This design comes from an exercise in tuning for small area, a short achievable clock period and few clock cycles on the open sky130 flow, not from production work. Only simulation tests tie the RTL to the original design; equivalence was not proved. Power and IR drop assume default switching activity.

== cedar ==
Design alu_multicycle, start of the top module:
module alu_multicycle #(
    parameter int WIDTH   = 32,
    parameter int SHAMT_W = 5
) (
    input  logic               clk,
    input  logic               reset,
    input  logic               start,
    input  logic [3:0]         opCode,
    input  logic [WIDTH-1:0]   in1,
    input  logic [WIDTH-1:0]   in2,
    input  logic [SHAMT_W-1:0] shiftAmt,
    output logic               ready,
    output logic               valid,
    output logic [WIDTH-1:0]   result,
    output logic [WIDTH-1:0]   hi,
    output logic [WIDTH-1:0]   lo,
    output logic               overflow,
    output logic               zero,
    output logic               divByZero
);
Size: about 4000 cells after synthesis, ~220 flip-flops, roughly 180 I/O pins, ~24000 µm² of cells after synthesis.
==> flow/config.mk <==
export PLATFORM = sky130hd
export DESIGN_NAME = alu_multicycle
export DESIGN_NICKNAME = alu_multicycle
export VERILOG_FILES = /design/flow/design.v
export SDC_FILE = /design/flow/constraint.sdc
export NUM_CORES = 4
export LEC_CHECK = 0
export ABC_AREA = 1
export CAP_MARGIN = 20
export CORE_MARGIN = 2
export CORE_UTILIZATION = 40
export SETUP_SLACK_MARGIN = 3.35
export SLEW_MARGIN = 20
==> flow/constraint.sdc <==
create_clock -name core_clock -period 8.0 [get_ports {clk}]
set_input_delay 1.6000 -clock core_clock [delete_from_list [all_inputs] [get_ports {clk}]]
set_output_delay 1.6000 -clock core_clock [all_outputs]
set_load 0.01 [all_outputs]
run.sh (not shown) runs the stock make flow with config.mk's settings and CLKGATE_MAP_FILE= SYNTH_SCRIPT=/design/flow/synth_recipe.tcl, a recipe that flattens the netlist after the stock synthesis.
Testbench counts of cedar, summed over its fixed seeds: cycles 9,466.
Here is what was changed in the inputs of oak compared with cedar.
--- a/flow/design.v
+++ b/flow/design.v
@@ -31,15 +31,15 @@
     localparam logic [3:0] OP_MULTU = 4'b1010;
     localparam logic [3:0] OP_DIV   = 4'b1011;
     localparam logic [3:0] OP_NOR   = 4'b1100;
     localparam logic [3:0] OP_DIVU  = 4'b1101;
     localparam int RUN = 0, MS = 1, DP = 2, DS = 3, DR = 4, DQ = 5;
     logic [5:0] st_q, st_d;
     logic [31:0] a_q, b_q;        
-    logic [5:0]  za_q, lb_q;      
+    logic [5:0]  la_q, lb_q;      
     logic        bneg_q;          
     logic [3:0]  op_q;
     logic [4:0]  sh_q;
     logic        sgn_q;           
     logic        alu_q;           
     logic [31:0] h_q, l_q;        
     logic [31:0] r_q;             
@@ -98,15 +98,15 @@
     endfunction
     logic [5:0]  za;
     logic [6:0]  dd;
     logic [4:0]  dsh;
     logic [31:0] sh_src, sh_in, sh_y, sh_out;
     logic [4:0]  sh_amt;
     logic        sh_fill, sh_left;
-    assign za      = za_q;          
+    assign za      = la_q - {5'd0, dn};          
     assign dd      = {1'b0, lb_q} - {1'b0, za};
     assign dsh     = (dd[6] || (lb_q[5] && !vn)) ? 5'd0 : dd[5] ? 5'd31 : dd[4:0];
     assign sh_left = st_q[DP] || (op_q == OP_SLL);
     assign sh_src  = a_q;
     assign sh_amt  = st_q[DP] ? dsh : sh_q;
     assign sh_fill = !st_q[DP] && (op_q == OP_SRA) && a_q[31];
     assign sh_in   = sh_left ? rev32(sh_src) : sh_src;
@@ -274,15 +274,15 @@
             if (st_q[DR]) h_q <= s[31:0];
             if (st_q[DQ]) l_q <= s[35:4];
         end
     end
     always_ff @(posedge clk) begin
         op_q <= opCode;
         sh_q <= shiftAmt;
-        za_q <= clz32(s1 ? {x1[30:0], 1'b1} : x1);
+        la_q <= clz32(in1 ^ {32{acc_sgn && in1[31]}});
         lb_q <= clz32(in2 ^ {32{acc_sgn && in2[31]}});
         r_q  <= alu_res;
         if (ready) begin
             a_q   <= ((acc_mul && swp_in) || acc_div) ? in2 : in1;
             b_q   <= ((acc_mul && swp_in) || acc_div) ? in1 : in2;
             sgn_q <= acc_sgn;
         end else begin
Results
The higher height of the die of cedar and oak is in oak.
oak gives less sequential share of layout area than cedar did.
Part of the cycle the worst path needs: oak < cedar
On multi-input gate count, the higher figure sits with oak, not cedar.
The synthesized netlist net count in oak sits 82 above the value recorded for cedar.
In the flow results for cedar and oak, the share of the core filled with cells is smaller on oak.
Going from cedar to oak, sequential group share of total power grows by 0.5 points.
Testbench counts of oak, summed over its fixed seeds: cycles 9,466.

-- re-timing with driven ports --
How much do the figures lean on ideal ports? The routed layouts below were timed once more, with nothing changed but the port constraints. Step 1 assumes that a clkbuf_16 drives the clock port and a buf_2 every other input. Step 2 adds t to the input delays and takes it off the output delays; t is the mean of the earliest and latest rising clock arrival at the registers after step 1. Input paths then give back, and output paths get back, about the clock's delay inside the block. Three values: no drivers, after step 1, after step 2; two values: the first two.
| run | shift t [ns] | slack for setup (ns) | hold slack, ns | worst setup path after step 2 |
|---|---|---|---|---|
| cedar | 0.671 | 3.295 / 3.225 / 2.896 | 0.461 / 0.461 / 0.461 | input to register |
| oak | 0.651 | 3.350 / 3.350 / 3.078 | 0.438 / 0.438 / 0.438 | input to register |
After both steps setup and hold are still met in every run listed. The setup slack of cedar, which loses most, moves by -0.070 ns with the drivers and by -0.399 ns with both steps.
